This design comes from an exercise in tuning for small area, a short achievable clock period and few clock cycles per item on the open sky130 flow, not from production work. At most, simulation tests tie the RTL to the original design; equivalence was not proved.

==> flow/design.v (excerpt) <==
module mmu_top (
    input  wire                        clk,
    input  wire                        rst_n,
    input  wire                        start,
    input  wire [8-1:0]      k_len,
    input  wire                        in_valid,
    input  wire [4*8-1:0] a_vec,
    input  wire [4*8-1:0] b_vec,
    input  wire                        rd_en,
    input  wire [2-1:0]       rd_row,
    output wire                        busy,
    output wire                        done,
    output wire                        rd_valid,
    output wire [4*24-1:0]  rd_data
);
    wire                               step, last, skip;
    wire [4*12-1:0]     a_q;
    wire [4*8-1:0]      b_q;
    wire                               last_q;
    wire [4*4*23-1:0] sums;
    mmu_sequencer seq_i (
        .clk      (clk),
        .rst_n    (rst_n),
        .start    (start),
        .k_len    (k_len),
        .in_valid (in_valid),
        .step     (step),
        .last     (last),
        .skip     (skip),
        .busy     (busy)
    );
    localparam int SV = 1 + 1;     
    logic [SV+1:0] last_sr;
    always_ff @(posedge clk or negedge rst_n) begin
        if (!rst_n)
            last_sr <= '0;
        else
            last_sr <= (last_sr << 1) | (SV+2)'(last_q);
    end
    wire save = last_sr[SV];
    assign done = last_sr[SV+1];
    logic [1:0] clr_sr;
    always_ff @(posedge clk or negedge rst_n) begin
        if (!rst_n)
            clr_sr <= '0;
        else
            clr_sr <= (clr_sr << 1) | (1+1)'(skip);
    end
    wire clr = clr_sr[1];
    operand_skew in_i (
        .clk     (clk),
        .rst_n   (rst_n),
        .step    (step),
        .last    (last),
        .a_vec   (a_vec),
  ...
Size: ~6800 cells after synthesis, about 180 I/O pins, ~75000 um2 of cells after synthesis.
Settings: LEC_CHECK=0, ABC_CLOCK_PERIOD_IN_PS=1500, CAP_MARGIN=20, CORE_MARGIN=2, CORE_UTILIZATION=45, CTS_CLUSTER_DIAMETER=80, CTS_CLUSTER_SIZE=20, PLACE_DENSITY=0.6, SETUP_SLACK_MARGIN=3.9, SLEW_MARGIN=20; clock period 6.5 ns.
run.sh (not shown) runs the stock make flow with config.mk's settings and CLKGATE_MAP_FILE= SYNTH_SCRIPT=/design/flow/synth_recipe.tcl, a recipe that flattens the netlist after the stock synthesis.
Testbench counts at the start, summed over its fixed seeds: cycles 5,195, jobs 320.
Next try:
Settings changed: ABC_CLOCK_PERIOD_IN_PS 1500 to default, CORE_UTILIZATION 45 to 55, PLACE_DENSITY 0.6 to 0.7, SETUP_SLACK_MARGIN 3.9 to 3.65, TNS_END_PERCENT from default to 10.
Design area shrinks by about 5%.
Cell count goes down by 6.1%.
Clock skew falls by 0.0090 ns.
Global-route usage rises by 3.7 points.
Non-clock buffer count went down by 132.
Synthesized area stays the same.
Die area went down by 18%.
Routed wire length fell by 8.9%.
Next try:
Settings changed: CORE_UTILIZATION 55 to 45, PLACE_DENSITY 0.7 to 0.6.
The new run ran to the end with no violations.
Global-route usage is lower by 3.9 points.
Utilization came out lower by 10 points.
Fmax climbs by 1.1%.
Worst setup slack improves by 0.034 ns.
Non-clock buffer count is higher by 12.
Design area climbs by 1.5%.
Synthesized area does not change.
Next try:
Settings changed: CORE_UTILIZATION 45 to 55, PLACE_DENSITY 0.6 to 0.7, SETUP_SLACK_MARGIN 3.65 to 3.9, TNS_END_PERCENT 10 to default.
The changed run went through all stages and came out clean.
Via count is higher by a few percent.
Setup slack gains 0.20 ns.
Non-clock buffer count is higher by 93.
Global-route usage is higher by 4.5 points.
Final area is higher slightly.
Fmax is higher by a little under a tenth.
Cell count is lower by a few percent.
Clock-buffer cell count is higher by 5.
Sequential share of layout area is lower by 0.53 points.
Hold slack hardly moves.
Next try:
Settings changed: TNS_END_PERCENT from default to 10.
The new run completed with no timing, DRC or antenna violations.
Via count decreases by 1.6%.
Area after synthesis is unchanged.
Cell area goes down by 2.2%.

* * *

Another version of the RTL of mmu_top (not shown whole).
Size in the first run: roughly 7000 cells after synthesis, roughly 1400 flip-flops, roughly 180 I/O pins.
==> flow/config.mk <==
export PLATFORM = sky130hd
export DESIGN_NAME = mmu_top
export DESIGN_NICKNAME = mmu_top
export VERILOG_FILES = /design/flow/design.v
export SDC_FILE = /design/flow/constraint.sdc
export NUM_CORES = 4
export LEC_CHECK = 0
export ABC_CLOCK_PERIOD_IN_PS = 1500
export CAP_MARGIN = 20
export CORE_MARGIN = 2
export CORE_UTILIZATION = 45
export CTS_CLUSTER_DIAMETER = 80
export CTS_CLUSTER_SIZE = 20
export PLACE_DENSITY = 0.6
export SETUP_SLACK_MARGIN = 3.5
export SLEW_MARGIN = 20
==> flow/constraint.sdc <==
create_clock -name core_clock -period 6.5 [get_ports {clk}]
set_input_delay 1.3000 -clock core_clock [delete_from_list [all_inputs] [get_ports {clk}]]
set_output_delay 1.3000 -clock core_clock [all_outputs]
set_load 0.01 [all_outputs]
The baseline completed with no timing, DRC or antenna violations.
Next try:
--- a/flow/config.mk
+++ b/flow/config.mk
@@ -8 +7,0 @@
-export ABC_CLOCK_PERIOD_IN_PS = 1500
@@ -16,0 +16 @@
+export TNS_END_PERCENT = 10
Effect: Final cell count barely changes. Critical path depth came out lower by 8. Non-clock buffer count went down by 29. Final area falls by 0.74%. Hold slack stays flat.
Next try:
--- a/flow/config.mk
+++ b/flow/config.mk
@@ -7,0 +8 @@
+export ABC_CLOCK_PERIOD_IN_PS = 1500
@@ -14 +15 @@
-export SETUP_SLACK_MARGIN = 3.5
+export SETUP_SLACK_MARGIN = 3.9
@@ -16 +16,0 @@
-export TNS_END_PERCENT = 10
- cell count grows by 3.1%
- fmax is higher by about 3.3%
- non-clock buffer count increases by 302
- area after synthesis stays the same
- first-iteration DRC count goes up by 31%
- utilization rises by 3.8 points
- routed wire length goes up by 15%
- via count went up by about 6%
- final area goes up by about 8%
- critical path depth came out higher by 7
Function was not checked in any run of this note: the RTL went through the layout flow alone.

* * *

oak:
mmu_top, a different RTL version from the one above (not shown whole).
For scale: about 1,400 flip-flops, ~180 I/O pins.
make LEC_CHECK=0 ABC_CLOCK_PERIOD_IN_PS=2500 CAP_MARGIN=20 CORE_MARGIN=2 CORE_UTILIZATION=45 PLACE_DENSITY=0.6 SETUP_SLACK_MARGIN=3.5 SLEW_MARGIN=20 finish   # period 6.5 ns
oak: PASS, flow complete, no timing, DRC or antenna violations
diff inputs: oak => pine
Settings: CTS_CLUSTER_DIAMETER newly set to 100; SETUP_SLACK_MARGIN changed from 3.5 to 3.7; ABC_CLOCK_PERIOD_IN_PS changed from 2500 to 1500; CTS_CLUSTER_SIZE newly set to 30.
==> comparison <==
The flow did not stop early for pine: all stages ran, and the layout cleared the timing, DRC and antenna checks. On met2 wire length: between oak and pine, it ends up lower for oak. Against oak as the reference, pine delivers a higher via count of the first global-routing pass. Between oak and pine, number of gates given a new drive strength after cts increased. In the tables for oak and pine, worst-case setup slack after placement reads lower with oak. Compare oak and pine | sequential cell area in the final layout lower: oak.
No run of this note included a check of the RTL's function; only the layout flow was run.

## afterwards: timing with drivers on the ports
The flow's constraints put no driver on any port. The routed layouts listed below were extracted and timed again, unchanged, in two steps.
Step 1: set_driving_cell puts a clkbuf_16 on clk and a buf_2 on each other input, an assumption about the parent block.
Step 2, shift: input delay + t, output delay - t, t = (earliest + latest rising clock arrival at the registers) / 2. This alone moves slack from input paths to output paths.
a / b / c = no drivers / after step 1 / after step 2; a / b = the first two.
run | t (ns) | setup WS [ns] | slew at the worst register clock pin (ns)
the first run of note 1 | 0.792 | 3.700 / 3.700 / 3.302 | 0.09 / 0.09
the second run of note 1 | 0.778 | 3.476 / 3.396 / 2.978 | 0.09 / 0.09
the third run of note 1 | 0.786 | 3.510 / 3.430 / 3.152 | 0.09 / 0.09
the fourth run of note 1 | 0.790 | 3.709 / 3.709 / 3.302 | 0.09 / 0.09
the fifth run of note 1 | 0.780 | 3.651 / 3.651 / 2.992 | 0.09 / 0.09
the first run of note 2 | 0.813 | 3.491 / 3.482 / 3.197 | 0.09 / 0.09
the second run of note 2 | 0.805 | 3.476 / 3.399 / 3.202 | 0.09 / 0.09
the third run of note 2 | 0.800 | 3.573 / 3.573 / 3.214 | 0.09 / 0.09
oak | 0.885 | 3.292 / 3.292 / 3.206 | 0.06 / 0.06
pine | 0.816 | 3.262 / 3.262 / 3.149 | 0.13 / 0.13
After both steps setup and hold are still met in every run listed. For the fifth run of note 1, which loses most, drivers alone change the setup slack by 0.000 ns; drivers and shift together by -0.659 ns.
